From an optimization exercise on the open Yosys and OpenROAD flow, aimed at small area and a short achievable clock period; shortcuts taken in it are not production practice.
Function was checked by simulation only, so behaviour that the tests miss may differ from the original.
Power figures rest on the tool's default switching activity, not on a simulated workload.

==> design.v <==
module dual_issue_decode (
	input  logic			clk,
	input  logic			reset,
	input  logic [31:0]		instr_first,
	input  logic [31:0]		instr_second,
	input  logic [7:0]		pc,
	input  logic [7:0]		branch_pc,
	input  logic			branch_taken,
	output logic [31:0]		even_instr,
	output logic [10:0]		even_op,
	output logic [1:0]		even_unit,
	output logic [6:0]		even_rt,
	output logic			even_write,
	output logic [31:0]		odd_instr,
	output logic [10:0]		odd_op,
	output logic [1:0]		odd_unit,
	output logic [6:0]		odd_rt,
	output logic			odd_write,
	output logic			first_odd,
	output logic			stall,
	output logic [7:0]		stall_pc
);
	logic [31:0] ew, ow;
	assign ew = even_instr;
	assign ow = odd_instr;
	logic e_rrr, e_ila, e_ai, e_nop, e_fx1, e_shl;
	assign e_rrr = ew[31];
	assign e_ila = ~ew[31] & ew[30] & ~ew[29] & ew[25];
	assign e_ai  = ~ew[31] & ew[28] & ew[26];
	assign e_nop = ~ew[31] & ew[30] & ~ew[29] & ~ew[25];
	assign e_fx1 = e_ila | (~ew[31] & ~ew[30] & ew[28]);
	assign e_shl = ~ew[31] & ~ew[30] & ~ew[28] & ew[27];
	assign even_op    = {ew[31:28], ew[27:25] & {3{~e_rrr}}, ew[24] & ~e_rrr & ~e_ila,
		ew[23:21] & {3{~(e_rrr | e_ila | e_ai)}}};
	assign even_unit  = {e_fx1, e_fx1 | e_shl};
	assign even_rt    = e_rrr ? ew[27:21] : ew[6:0];
	assign even_write = (ew[31] | ew[30] | ew[28] | ew[27]) & ~e_nop;
	logic o_ri10, o_ri16;
	assign o_ri10 = ow[29] & ~ow[27] & ow[26];
	assign o_ri16 = ow[29] & ~ow[27] & ~ow[26];
	assign odd_op    = {ow[31:24], ow[23] & ~o_ri10, ow[22:21] & {2{~(o_ri10 | o_ri16)}}};
	assign odd_unit  = {o_ri16, o_ri10 | (ow[27] & ~ow[25])};
	assign odd_rt    = ow[6:0];
	assign odd_write = ow[27] | (ow[28] & ow[26]);
	logic [5:1][6:0]	e_rt;
	logic [5:1]			e_al;	 
	logic [2:1]			e_lg;	 
	logic [4:1][6:0]	o_rt;
	logic [4:1]			o_al;
	logic [2:1]			o_lg;	 
	always_ff @(posedge clk) begin
		e_rt[1] <= even_rt;
		o_rt[1] <= odd_rt;
		for (int k = 2; k <= 5; k++) e_rt[k] <= e_rt[k-1];
		for (int k = 2; k <= 4; k++) o_rt[k] <= o_rt[k-1];
		e_lg[1] <= ~even_unit[0];	 
		e_lg[2] <= e_lg[1];
		o_lg[1] <= odd_unit[0];	 
		o_lg[2] <= o_lg[1];
		if (reset) begin
			for (int k = 1; k <= 5; k++) e_al[k] <= 1'b0;
			for (int k = 1; k <= 4; k++) o_al[k] <= 1'b0;
		end else begin
			e_al[1] <= even_write & ~even_unit[1];	 
			e_al[2] <= e_al[1];
			e_al[3] <= e_al[2] & e_lg[2];
			e_al[4] <= e_al[3];
			e_al[5] <= e_al[4];
			o_al[1] <= odd_write;					 
			o_al[2] <= o_al[1];
			o_al[3] <= o_al[2] & o_lg[2];
			o_al[4] <= o_al[3];
		end
	end
	function automatic logic busy(input logic [6:0] r,
		input logic ew_, input logic [6:0] ert, input logic ow_, input logic [6:0] ort,
		input logic [5:1][6:0] ert_h, input logic [5:1] eal,
		input logic [4:1][6:0] ort_h, input logic [4:1] oal);
		logic b;
		b = (ew_ && r == ert) || (ow_ && r == ort);
		for (int k = 1; k <= 5; k++) b = b || (eal[k] && r == ert_h[k]);
		for (int k = 1; k <= 4; k++) b = b || (oal[k] && r == ort_h[k]);
		busy = b;
	endfunction
	logic [31:0]	q_first, q_second;	 
	logic			qf_v, qs_v;			 
	logic [31:0]	f, s;
	logic			f_v, s_v;
	assign f = stall ? q_first : instr_first;
	assign s = stall ? q_second : instr_second;
	assign f_v = ~stall | qf_v;
	assign s_v = ~stall | qs_v;
	function automatic logic [6:0] dec(input logic [31:0] w);
		logic [10:0] o;
		logic ev, od, wr, ua, ub, uc, rrr;
		o = w[31:21];
		ev = 1'b0; od = 1'b0; wr = 1'b0; ua = 1'b0; ub = 1'b0; uc = 1'b0; rrr = 1'b0;
		if (o[10:7] == 4'b1100 || o[10:7] == 4'b1110) begin
			ev = 1'b1; wr = 1'b1; ua = 1'b1; ub = 1'b1; uc = 1'b1; rrr = 1'b1;
		end else if (o[10:4] == 7'b0100001) begin
			ev = 1'b1; wr = 1'b1;
		end else if (o[10:3] == 8'b00011100) begin
			ev = 1'b1; wr = 1'b1; ua = 1'b1;
		end else if (o == 11'b00011000000 || o == 11'b00011000001 || o == 11'b00001011011
				|| o == 11'b01111000100) begin
			ev = 1'b1; wr = 1'b1; ua = 1'b1; ub = 1'b1;
		end else if (o == 11'b01000000001) begin
			ev = 1'b1;
		end else if (o[10:3] == 8'b00110100) begin
			od = 1'b1; wr = 1'b1; ua = 1'b1;
		end else if (o[10:3] == 8'b00100100) begin
			od = 1'b1; ua = 1'b1; uc = 1'b1;
		end else if (o[10:2] == 9'b001100100) begin
			od = 1'b1;
		end else if (o[10:2] == 9'b001000000) begin
			od = 1'b1; uc = 1'b1;
		end else if (o == 11'b00111000100 || o == 11'b00111011100) begin
			od = 1'b1; wr = 1'b1; ua = 1'b1; ub = 1'b1;
		end else if (o == 11'b00000000001) begin
			od = 1'b1;
		end
		dec = {ev, od, wr, ua, ub, uc, rrr};
	endfunction
	logic [6:0] df, ds;
	logic f_ev, f_od, f_wr, f_ua, f_ub, f_uc;
	logic s_ev, s_od, s_wr, s_ua, s_ub, s_uc;
	assign df = dec(f);
	assign ds = dec(s);
	assign {f_ev, f_od, f_wr, f_ua, f_ub, f_uc} = df[6:1] & {6{f_v}};
	assign {s_ev, s_od, s_wr, s_ua, s_ub, s_uc} = ds[6:1] & {6{s_v}};
	logic [6:0] f_rt, s_rt;
	assign f_rt = df[0] ? f[27:21] : f[6:0];
	assign s_rt = ds[0] ? s[27:21] : s[6:0];
	logic stall_first, stall_second, busy_second, same_pipe, same_dest, raw_pair;
	assign stall_first =
		   (f_ua && busy(f[13:7],  even_write, even_rt, odd_write, odd_rt, e_rt, e_al, o_rt, o_al))
		|| (f_ub && busy(f[20:14], even_write, even_rt, odd_write, odd_rt, e_rt, e_al, o_rt, o_al))
		|| (f_uc && busy(f[6:0],   even_write, even_rt, odd_write, odd_rt, e_rt, e_al, o_rt, o_al));
	assign busy_second =
		   (s_ua && busy(s[13:7],  even_write, even_rt, odd_write, odd_rt, e_rt, e_al, o_rt, o_al))
		|| (s_ub && busy(s[20:14], even_write, even_rt, odd_write, odd_rt, e_rt, e_al, o_rt, o_al))
		|| (s_uc && busy(s[6:0],   even_write, even_rt, odd_write, odd_rt, e_rt, e_al, o_rt, o_al));
	assign same_pipe = (s_ev && f_ev) || (s_od && f_od);
	assign same_dest = f_wr && s_wr && (f_rt == s_rt);
	assign raw_pair = f_wr && ((s_ua && s[13:7] == f_rt) || (s_ub && s[20:14] == f_rt)
		|| (s_uc && s[6:0] == f_rt));
	assign stall_second = stall_first || same_pipe || same_dest || raw_pair || busy_second;
	logic go_first, go_second, f_to_even, f_to_odd, s_to_even, s_to_odd;
	assign go_first = ~branch_taken & ~stall_first;
	assign go_second = ~branch_taken & ~stall_second;
	assign f_to_even = ~reset & go_first & f_ev;
	assign f_to_odd = ~reset & go_first & f_od;
	assign s_to_even = ~reset & go_second & s_ev;	 
	assign s_to_odd = ~reset & go_second & s_od;
	always_ff @(posedge clk) begin
		even_instr <= ({32{f_to_even}} & f) | ({32{s_to_even}} & s);
		odd_instr <= ({32{f_to_odd}} & f) | ({32{s_to_odd}} & s);
		first_odd <= f_to_odd;
		q_first <= f;
		q_second <= s;
		qf_v <= ~branch_taken & stall_first;
		qs_v <= ~branch_taken;
		if (reset) begin
			stall <= 1'b0;
			stall_pc <= '0;
		end else if (branch_taken) begin
			stall <= 1'b1;
			stall_pc <= branch_pc + 8'd2;
		end else if (stall_second) begin
			stall <= 1'b1;
			stall_pc <= stall ? stall_pc : pc;
		end else begin
			stall <= 1'b0;
		end
	end
endmodule
==> run.sh <==
#!/bin/bash
# synth_recipe.tcl (not shown) runs the flow's synth.tcl, then flattens the netlist and writes it again
# the make line also repeats each setting of config.mk as NAME=value (left out here)
make -C /OpenROAD-flow-scripts/flow DESIGN_CONFIG=/design/flow/config.mk WORK_HOME=/design/flow/orfs CLKGATE_MAP_FILE= SYNTH_SCRIPT=/design/flow/synth_recipe.tcl finish
==> config.mk <==
export PLATFORM = sky130hd
export DESIGN_NAME = dual_issue_decode
export DESIGN_NICKNAME = dual_issue_decode
export VERILOG_FILES = /design/flow/design.v
export SDC_FILE = /design/flow/constraint.sdc
export NUM_CORES = 4
export LEC_CHECK = 0
export CAP_MARGIN = 20
export CORE_MARGIN = 2
export CORE_UTILIZATION = 45
export PLACE_DENSITY = 0.6
export SETUP_SLACK_MARGIN = 5
export SLEW_MARGIN = 20
==> constraint.sdc <==
create_clock -name core_clock -period 9.0 [get_ports {clk}]
set_input_delay 1.8000 -clock core_clock [delete_from_list [all_inputs] [get_ports {clk}]]
set_output_delay 1.8000 -clock core_clock [all_outputs]
set_load 0.01 [all_outputs]
==> results of run 1 <==
==> logic make-up (layout without fill, tap and decap cells) <==
group,Yosys count,in the layout,share of synthesized area [%]
XOR/XNOR,497,497,29.1
AND/OR/NAND/NOR,350,358,13.8
buffers and inverters,246,684,8.88
flip-flops,216,216,28.9
AO/OA/AOI/OAI,182,183,10.2
multiplexers,83,83,9.07
adder cells (fa/ha/maj),1,1,0.0835
other,1,3,0.0250
==> per-stage QoR <==
stage	total power, W	area (um^2)	utilization, %	instances	hold slack, ps
4_1_cts	0.00289	21300	65.2	2370	333
3_3_place_gp	0.00170	16700	51.1	2071	317
6_report	0.00306	23000	70.4	2467	333
2_1_floorplan	0.00152	15000	-	1577	310
5_1_grt	0.00314	23000	70.4	2466	346
3_5_place_dp	0.00171	16700	51.1	2071	315
==> flip-flops by register name (all words and copies together), names as in the netlist, 2 cells and up <==
name        count
e_rt           35
even_instr     32
odd_instr      32
q_first        32
q_second       32
o_rt           28
stall_pc        8
e_al            5
o_al            4
e_lg            2
o_lg            2
==> routing by layer <==
layer	global-route usage, %	up-vias	routed length, um
li1	-	6273	-
met2	55.7	1230	29700
met1	44.6	7140	25100
met4	27.1	2	6710
met5	0	-	11
met3	7.20	462	8070
==> critical path: cells and delay by family <==
| family | cells | cell delay, ps |
|---|---|---|
| buffers and inverters | 4 | 550 |
| multiplexers | 1 | 210 |
| XOR/XNOR | 1 | 120 |
| AND/OR/NAND/NOR | 4 | 1140 |
| AO/OA/AOI/OAI | 4 | 880 |
==> report_power, final <==
group / switching (W) / internal (W) / leakage, nW
combinational: 0.000533 / 0.000567 / 6.81
sequential: 0.0000590 / 0.000998 / 1.77
clock: 0.000411 / 0.000495 / 0.342
==> how the worst max path moves through the flow <==
stage	slack, ps	to	cells past startpoint
5_1_grt	4700	even_instr[28]	14
6_report	4730	odd_instr[14]	14
3_5_place_dp	3140	odd_instr[23]	11
4_1_cts	4910	odd_instr[17]	15
2_1_floorplan	4860	odd_instr[0]	12
3_3_place_gp	3200	odd_instr[23]	11
==> layout make-up <==
| class | instances | area share, % |
|---|---|---|
| multi-input cells | 1124 | 47.7 |
| repair buffers | 567 | 26.7 |
| flip-flops and latches | 216 | 18.9 |
| clock buffers | 32 | 2.79 |
| well taps | 442 | 2.41 |
| inverters | 78 | 1.32 |
| clock inverters | 7 | 0.202 |
| diodes | 1 | 0.0109 |
==> synthesized netlist by cell type (27+ instances only) <==
cell and instances:
nor2_1 69, buf_4 54, dfxtp_1 216, inv_1 71, o22ai_2 39, xnor2_1 324, nor4_1 61, buf_1 37
clkbuf_1 37, xor2_1 173, nand2_1 27, nand4_1 85, mux2i_4 37
==> repair_timing <==
item                       in CTS  in global routing
setup endpoints to repair      93                 76
cloned                         21                  7
pin swaps                      78                105
buffers inserted              239                 89
gates resized for setup       302                207
==> placed cells by master (no fill, tap or decap), drive strengths merged, types with 4 or more instances in the layout <==
master	count
nand3	18
buf	369
nor2b	13
mux2	6
nor3	15
or4	4
and2	8
a21oi	30
nor2	69
dlymetal6s2s	8
nand3b	5
mux2i	77
inv	76
clkinv	9
xor2	173
nor3b	5
o211ai	4
clkdlybuf4s50	133
nor4	61
xnor2	324
o22ai	61
dfxtp	216
clkbuf	58
clkdlybuf4s15	7
nand2	33
dlygate4sd2	23
o21ai	17
nand4	85
a31oi	7
a211oi	13
o311ai	7
nand2b	10
or2	4
or3	4
==> results.yml, run 1 <==
global_route:
  via_count_of_the_first_global_routing_pass: 13988
  grt-ovfl-total: 0
  grt_start_max_net_pins: 80
  global_route.usage.total_pct: 36.1
  antenna_found_initial: 1
  first_pass_grt_wire_length_um: 94000
final_layout:
  final_layout_size_suffix_gt1_share_pct: 36.0
  final-seq-area_mm2: 0.00434
  multi_input_comb_area_mm2: 0.0110
  finish.net_count: 2095
  area_delta_synth_final_pct: 53.3
  fillerInstances: 2302
critical_path:
  cp_cell_sequence: "buf_6 -> mux2i_4 -> buf_12 -> buf_16 -> xnor2_4 -> nor4_2 -> nand4_1 -> o211ai_1 -> or4_4 -> a21oi_4 -> o211a_4 -> nand3_4 -> buf_12 -> o22ai_2"
  worst_r2r_path_depth: 14
  regToRegStartpoint: "stall"
  end_kind: "register"
  timing.critical_path.slowest_stage_cell: "or4_4"
  timing.reg2reg.setup_slack_ps: 4870
  start_kind: "input port"
  crit_required_ps: 9470
  setup.worst_path.class: "input port to register"
  most_frequent_cell_on_the_critical_path: "buf_12"
  crit_path_max_incr_delay_ps: 630
  worst_ep_arrival_time_ps: 4740
  critical_path_peak_fanout: 8
  launch_point_of_the_worst_path: "instr_second[16]"
  r2r-end: "odd_instr[14]"
worst_hold_path:
  min-delay-path-class: "register to register"
  holdCritStartpoint: "e_lg[1]"
  hold_end: "e_lg[2]"
  min_path_cells: 0
clocking:
  cts_inserted_buffers: 24
  worst_skew_pair.late_latency_ps: 560
  clk_buf_depth: 3
  cts.root.buffer_cell: "clkbuf_16"
  maximum_level_of_the_cts_h_tree: 1
  cts.reportedPaths.clkPinSlew_ps: 60
  cts_num_sinks: 216
  cts_hold_buf: 0
  cts_tree: "built"
routing:
  number_of_design_rule_violations_left_after_detail_routing: 0
  drt-vias-per-instance: 6.12
  route.final.wire_length_um: 69500
  routed-via-count: 15107
  wire_per_inst_um: 28.2
  drt_pass1_iterations: 6
  drt-initial-drc-count: 1932
  route.antenna.remaining_nets: 0
yosys:
  yosys_most_used_dff: "dfxtp_1"
  synthesis_stage_register_bit_count: 216
  netlist_instances: 1576
  synth.largest_area_cell: "dfxtp_1"
  yosys_warnings: 1
  synthTopCellsByArea: "dfxtp_1 29%, xnor2_1 19%, xor2_1 10%"
  post_synth.cell_area_avg_um2: 9.50
  synth-edff-count: 0
  synthDominantCellAreaShare_pct: 28.9
  asyncSetResetFlopFracSynth_pct: 0
  synthDistinctLibCells: 90
  synthesis.area_mm2: 0.0150
  synth_seq_area_share_pct: 28.9
placed_design:
  place_hpwl_um: 37200
  dp_slack_ps: 3140
  gp_congestion: 0.979
  io_buffers: 198
power:
  max_vdd_drop_mv: 0.177
  p_per_area_mw_per_mm2: 133
  static-leakage-power_nw: 8.92
sta:
  slew_headroom_pct: 37.4
  clock_skew_ps: 21.7
  final-hold-violation-count: 0
  timing.final.crit_period_ps: 4270
  setup_viol: 0
  slew_at_the_pin_closest_to_its_max_slew_limit_ps: 936
  setup_repair_after_global_routing_missed_its_margin: "true"
  fin_crit_sh_pct: 47.4
  maxClockFrequency_ghz: 0.234
  final-max-slew-violation-count: 0
  total_neg_setup_slack_ps: 0
  final_critical_path_setup_slack_ps: 4730
job:
  timing.max_cap.violations: 0
floorplan:
  die_area_mm2: 0.0348
  placement_rows: 66
  die_x_um: 186
  start_util_pct: 45.9
  design.core.area_mm2: 0.0326
  boundaryPins: 199
  chipHeight_um: 186
run_status:
  run_status: "timing/DRC/antenna clean"
==> run 2, diff against run 1 <==
--- a/config.mk
+++ b/config.mk
@@ -10,4 +10,3 @@
 export CORE_UTILIZATION = 45
 export PLACE_DENSITY = 0.6
-export SETUP_SLACK_MARGIN = 5
 export SLEW_MARGIN = 20
==> run 2 against run 1 <==
Net effect:
- still clean
- routed wire length down 23%
- combinational power down 41%
- synthesized area unchanged
- power down 9.5%
- critical path depth down 3
- clock power up 18%
- critical endpoint is now odd_instr[22]
- largest power group is now clock
- highest routed layer unchanged
==> results.yml, run 2 <==
final_layout:
  finish.net_count: 1735
  largest-register: "e_rt"
  leading_cell_types_in_the_layout_fill_and_taps_excluded: "324 x xnor2_1, 215 x dfxtp_1, 198 x clkdlybuf4s50_1"
  layout.cells.most_common: "xnor2_1"
  largest_register_ffs: 35
  final_layout_size_suffix_gt1_share_pct: 11.8
  multi_input_comb_area_mm2: 0.00932
  antenna-diode-count: 0
  final-seq-area_mm2: 0.00433
  fillerInstances: 3001
  area_delta_synth_final_pct: 16.9
yosys:
  synthTopCellsByArea: "dfxtp_1 29%, xnor2_1 19%, xor2_1 10%"
  synthesis_stage_register_bit_count: 216
  synth_commonest_cells: "324 x xnor2_1, 216 x dfxtp_1, 173 x xor2_1, 85 x nand4_1, 71 x inv_1"
  synth.most_common_cell: "xnor2_1"
  yosys_warnings: 1
  netlist_instances: 1576
  synthDistinctLibCells: 90
  synthDominantCellAreaShare_pct: 28.9
  synth_seq_area_share_pct: 28.9
  synth-edff-count: 0
  asyncSetResetFlopFracSynth_pct: 0
  yosys_most_used_dff: "dfxtp_1"
  synthesis.area_mm2: 0.0150
  post_synth.cell_area_avg_um2: 9.50
  synth.largest_area_cell: "dfxtp_1"
job:
  timing.max_cap.violations: 0
global_route:
  antenna_found_initial: 1
  first_pass_grt_wire_length_um: 79200
  via_count_of_the_first_global_routing_pass: 11810
  grt_start_max_net_pins: 108
  global_route.usage.total_pct: 30.1
  grt-ovfl-total: 0
clocking:
  cts_hold_buf: 0
  cts_tree: "built"
  clk_buf_depth: 3
  maximum_level_of_the_cts_h_tree: 1
  buffers_inserted_during_post_cts_setup_optimization: 0
  cts.root.buffer_cell: "clkbuf_16"
  cts_num_sinks: 216
  cts_inserted_buffers: 26
  worst_skew_pair.late_latency_ps: 550
  cts.reportedPaths.clkPinSlew_ps: 60
  cts-resized-gates: 0
placed_design:
  place_hpwl_um: 36200
  io_buffers: 198
  gp_congestion: 0.950
power:
  finalPower_w: 0.00277
  static-leakage-power_nw: 6.21
  p_per_area_mw_per_mm2: 158
  max_vdd_drop_mv: 0.130
routing:
  drt_pass1_iterations: 5
  wire_per_inst_um: 25.4
  drt-vias-per-instance: 5.81
  number_of_design_rule_violations_left_after_detail_routing: 0
  drt-initial-drc-count: 1070
  route.final.wire_length_um: 53800
  routed-via-count: 12271
  route.antenna.remaining_nets: 0
floorplan:
  design.core.area_mm2: 0.0326
  start_util_pct: 45.9
  die_area_mm2: 0.0348
  die_x_um: 186
  boundaryPins: 199
  chipHeight_um: 186
  placement_rows: 66
sta:
  timing.final.crit_period_ps: 5370
  clock_skew_ps: 11.8
  maxClockFrequency_ghz: 0.186
  final-max-slew-violation-count: 0
  setup_viol: 0
  setup_repair_after_global_routing_missed_its_margin: "false"
  final-hold-violation-count: 0
  total_neg_setup_slack_ps: 0
  slew_at_the_pin_closest_to_its_max_slew_limit_ps: 1140
  slew_headroom_pct: 22.1
  fin_crit_sh_pct: 59.7
critical_path:
  critical_path_peak_fanout: 31
  start_kind: "input port"
  end_kind: "register"
  worst_ep_arrival_time_ps: 5760
  setup.worst_path.class: "input port to register"
  crit_required_ps: 9380
worst_hold_path:
  min-delay-path-class: "register to register"
run_status:
  run_status: "timing/DRC/antenna clean"
run 2: changes by cell type in the layout (fill, tap and decap cells not counted), moves of 15 or more:
cell	previous run	this run
buf_12	74	1
buf_4	225	14
buf_6	44	0
clkbuf_2	20	0
clkdlybuf4s50_1	133	198
dlygate4sd2_1	23	0
mux2i_4	59	37
nor4_1	42	61
nor4_2	15	0
xnor2_1	285	324
xnor2_2	30	0
run 2: final cells by class:
type | instances | share of cell area (%)
Multi-Input combinational cell | 1115 | 53.3
Clock buffer | 31 | 4.00
Timing Repair Buffer | 214 | 12.2
Tap cell | 442 | 3.16
Inverter | 78 | 1.69
Sequential cell | 216 | 24.7
Clock inverter | 17 | 0.972
run 2: path summary, 6_finish.rpt:
| path | to | cells past startpoint | slack (ps) | start |
|---|---|---|---|---|
| setup / recovery | odd_instr[22] | 11 | 3630 | instr_first[18] |
| hold / removal | e_lg[2] | 0 | 330 | e_lg[1] |
| setup reg to reg | odd_instr[22] | 11 | 3720 | stall |
| hold reg to reg | e_lg[2] | 0 | 330 | e_lg[1] |
run 2: worst max-delay path: stages:
cell and delay, ps:
clkdlybuf4s50_1 450, mux2i_4 810, xnor2_1 170, nor4_1 440, nand4_1 190, nand4_1 240
nor4_1 110, o32ai_2 430, nor3_4 140, nand2_2 740, o22ai_1 200
run 2: cells by family after synthesis:
group / Yosys count / share of synthesized area, %
adders and majority gates: 1 / 0.0835
buffers and inverters: 246 / 8.88
and+or+nand+nor: 350 / 13.8
DFF: 216 / 28.9
xor gates and xnor gates: 497 / 29.1
other: 1 / 0.0250
AOI/OAI and AO/OA: 182 / 10.2
muxes: 83 / 9.07
run 2: power breakdown:
part | internal (W) | switching, W | leakage, nW
registers | 0.000998 | 0.0000528 | 1.77
logic | 0.000279 | 0.000369 | 4.03
clock network | 0.000618 | 0.000455 | 0.417
total | 0.00189 | 0.000877 | 6.21
run 2: per-layer routing:
| layer | wire length, um | part of all wire [%] | global-route usage (%) |
|---|---|---|---|
| met5 | 13 | 0.024 | 0 |
| met3 | 4490 | 8.3 | 4.61 |
| met4 | 2580 | 4.8 | 14.3 |
| met1 | 22200 | 41 | 39.1 |
| met2 | 24500 | 46 | 48.9 |
run 2: through the flow:
step | hold slack [ps] | area (um^2) | instances | setup slack [ps] | utilization [%]
after detailed placement | 314 | 16600 | 2064 | 3160 | 50.9
after CTS | 327 | 17500 | 2112 | 3690 | 53.6
final | 326 | 17500 | 2113 | 3630 | 53.7
after global routing | 330 | 17500 | 2113 | 3390 | 53.7
after floorplan | 310 | 15000 | 1577 | 4850 | -
after global placement | 313 | 16600 | 2064 | 3260 | 50.9
==> run 3, diff against run 2 <==
--- a/config.mk
+++ b/config.mk
@@ -8,5 +8,6 @@
 export CAP_MARGIN = 20
 export CORE_MARGIN = 2
-export CORE_UTILIZATION = 45
-export PLACE_DENSITY = 0.6
+export CORE_UTILIZATION = 18
+export GPL_ROUTABILITY_DRIVEN = 1
+export PLACE_DENSITY = 0.35
 export SLEW_MARGIN = 20
==> run 3 against run 2 <==
Net effect:
- still clean on timing, DRC and antenna
- hold slack gained 22 ps
- sequential share of layout area down 1.5 points
- non-clock buffer count rose by 21
- first-iteration DRC count shrank 14%
- largest cell class unchanged
- clock skew is 10 ps higher
==> results.yml, run 3 <==
run_status:
  run_status: "timing/DRC/antenna clean"
final_layout:
  area_delta_synth_final_pct: 24.6
  final_layout_size_suffix_gt1_share_pct: 13.4
  antenna-diode-count: 0
  final-seq-area_mm2: 0.00433
  finish.net_count: 1764
  multi_input_comb_area_mm2: 0.00932
  layout.cells.most_common: "xnor2_1"
  leading_cell_types_in_the_layout_fill_and_taps_excluded: "324 x xnor2_1, 214 x dfxtp_1, 198 x clkdlybuf4s50_1"
  largest_register_ffs: 35
  largest-register: "e_rt"
  fillerInstances: 8924
  final_core_util_pct: 22.7
global_route:
  antenna_found_initial: 2
  via_count_of_the_first_global_routing_pass: 12408
  first_pass_grt_wire_length_um: 98000
  global_route.usage.total_pct: 16.0
  grt-ovfl-total: 0
  grt_start_max_net_pins: 106
clocking:
  clk_buf_depth: 3
  cts_hold_buf: 0
  buffers_inserted_during_post_cts_setup_optimization: 0
  cts_tree: "built"
  worst_skew_pair.late_latency_ps: 540
  cts_inserted_buffers: 34
  maximum_level_of_the_cts_h_tree: 2
  cts.root.buffer_cell: "clkbuf_16"
  cts.reportedPaths.clkPinSlew_ps: 60
  cts-resized-gates: 0
  cts_num_sinks: 216
yosys:
  yosys_most_used_dff: "dfxtp_1"
  netlist_instances: 1576
  synthDistinctLibCells: 90
  synth-edff-count: 0
  asyncSetResetFlopFracSynth_pct: 0
  synth_commonest_cells: "324 x xnor2_1, 216 x dfxtp_1, 173 x xor2_1, 85 x nand4_1, 71 x inv_1"
  post_synth.cell_area_avg_um2: 9.50
  synth.most_common_cell: "xnor2_1"
  synthTopCellsByArea: "dfxtp_1 29%, xnor2_1 19%, xor2_1 10%"
  yosys_warnings: 1
  synthesis.area_mm2: 0.0150
  synth_seq_area_share_pct: 28.9
  synthDominantCellAreaShare_pct: 28.9
  synthesis_stage_register_bit_count: 216
  synth.largest_area_cell: "dfxtp_1"
sta:
  maxClockFrequency_ghz: 0.172
  slew_headroom_pct: 24.2
  timing.final.crit_period_ps: 5820
  final-max-slew-violation-count: 0
  final-hold-violation-count: 0
  setup_repair_after_global_routing_missed_its_margin: "false"
  setup_viol: 0
  slew_at_the_pin_closest_to_its_max_slew_limit_ps: 1110
  clock_skew_ps: 22.0
  total_neg_setup_slack_ps: 0
  fin_crit_sh_pct: 64.7
critical_path:
  timing.reg2reg.setup_slack_ps: 3250
  cp_cell_sequence: "clkdlybuf4s50_1 -> mux2i_4 -> clkinv_2 -> xnor2_1 -> nand4_1 -> nor2_1 -> or3_1 -> nor3_2 -> o32ai_2 -> nor3_4 -> nand2_2 -> o22ai_1"
  start_kind: "input port"
  crit_path_max_incr_delay_ps: 700
  setup.worst_path.class: "input port to register"
  regToRegStartpoint: "stall"
  critical_path_depth: 12
  crit_required_ps: 9440
  r2r-end: "odd_instr[25]"
  end_kind: "register"
  worst_ep_arrival_time_ps: 6250
  critical_path_peak_fanout: 31
  worst_r2r_path_depth: 12
  cp.buffers_inverters: 2
  timing.critical_path.slowest_stage_cell: "mux2i_4"
  cp_top_family: "simple AND/OR/NAND/NOR gates"
worst_hold_path:
  holdCritStartpoint: "e_lg[1]"
  min-delay-path-class: "register to register"
  hold_end: "e_lg[2]"
  min_path_cells: 0
routing:
  drt-initial-drc-count: 918
  drt_pass1_iterations: 5
  route.antenna.remaining_nets: 0
  number_of_design_rule_violations_left_after_detail_routing: 0
  route.final.wire_length_um: 70100
  wire_per_inst_um: 25.3
  drt-vias-per-instance: 4.42
  routed-via-count: 12266
floorplan:
  die_area_mm2: 0.0855
  placement_rows: 105
  boundaryPins: 199
  die_x_um: 292
  design.core.area_mm2: 0.0822
  chipHeight_um: 292
  start_util_pct: 18.2
placed_design:
  place_hpwl_um: 48400
  gp_congestion: 0.850
  io_buffers: 198
power:
  static-leakage-power_nw: 6.44
  seq_power_share_pct: 34.4
  clock_power_share_pct: 43.4
  internal-power_w: 0.00209
  sw_frac_of_total_pct: 31.8
  max_vdd_drop_mv: 0.103
  total_switching_power_w: 0.000976
  p_per_area_mw_per_mm2: 164
  combPwrFrac_pct: 22.2
job:
  timing.max_cap.violations: 0
-- run 3: logic make-up after synthesis --
kind of cell,count (synthesis),share of synthesized area [%]
xor+xnor,497,29.1
simple gates,350,13.8
buf+inv,246,8.88
flops,216,28.9
compound gates,182,10.2
mux,83,9.07
fa+ha+maj,1,0.0835
other cells,1,0.0250
-- run 3: layout make-up --
type / count / share of cell area, %
multi-input cells: 1115 / 50.0
flip-flops and latches: 216 / 23.2
repair buffers: 235 / 12.2
well taps: 1070 / 7.17
clock buffers: 47 / 5.36
inverters: 78 / 1.58
clock inverters: 12 / 0.563
-- run 3: power by group through the flow --
stage                     Combinational, W  Sequential [W]  Clock, W
final                             0.000680         0.00106   0.00133
after global routing              0.000727         0.00106   0.00141
after CTS                         0.000685         0.00106   0.00138
after detailed placement          0.000682         0.00108         0
after global placement            0.000678         0.00108         0
after floorplan                   0.000469         0.00105         0
-- run 3: metrics by stage --
stage | std cells | power [W] | worst slack (ps) | area, um^2 | hold slack (ps)
after floorplan | 1577 | 0.00152 | 4850 | 15000 | 310
after global placement | 2714 | 0.00175 | 2780 | 17600 | 320
after detailed placement | 2714 | 0.00176 | 2660 | 17600 | 312
after CTS | 2773 | 0.00312 | 3240 | 18700 | 342
after global routing | 2773 | 0.00319 | 3000 | 18700 | 345
final | 2773 | 0.00307 | 3180 | 18700 | 347
-- run 3: metal layers --
layer  vias to the layer above  routed length [um]  GRT usage [%]  share of wire [%]
met3                       119                3520           2.18                5.0
met1                      6121               30500           20.7                 44
met4                         2                2390           5.47                3.4
met2                       447               33700           27.3                 48
met5                         -                  12              0              0.017
li1                       5577                   -              -                  -
-- run 3: how the worst max path moves through the flow --
stage	from	to	slack [ps]
2_1_floorplan	instr_first[2]	odd_instr[16]	4850
3_3_place_gp	instr_first[2]	odd_instr[29]	2780
3_5_place_dp	instr_first[2]	odd_instr[28]	2660
4_1_cts	instr_first[2]	odd_instr[28]	3240
5_1_grt	stall	odd_instr[28]	3000
6_report	instr_first[2]	odd_instr[25]	3180

-- afterwards: timing with drivers on the ports --
The results above use ideal ports. As a check the final layouts listed here were re-extracted and re-timed, cells and wires unchanged.
Step 1, drivers: a clkbuf_16 drives clk and a buf_2 each remaining input, both assumed.
Step 2 adds t to the input delays and takes it off the output delays; t is the mean of the earliest and latest rising clock arrival at the registers after step 1. Input paths then give back, and output paths get back, about the clock's delay inside the block.
a / b / c = no drivers / after step 1 / after step 2; a / b = the first two.
| run | t (ns) | setup slack, ns | cell pins on the clock port's net |
|---|---|---|---|
| run 1 | 0.599 | 4.735 / 4.755 / 4.157 | 1 |
| run 2 | 0.596 | 3.626 / 3.641 / 3.045 | 1 |
| run 3 | 0.593 | 3.181 / 3.214 / 2.621 | 1 |
After both steps setup and hold are still met in every run listed. The setup slack of run 2, which loses most, moves by +0.015 ns with the drivers and by -0.581 ns with both steps.
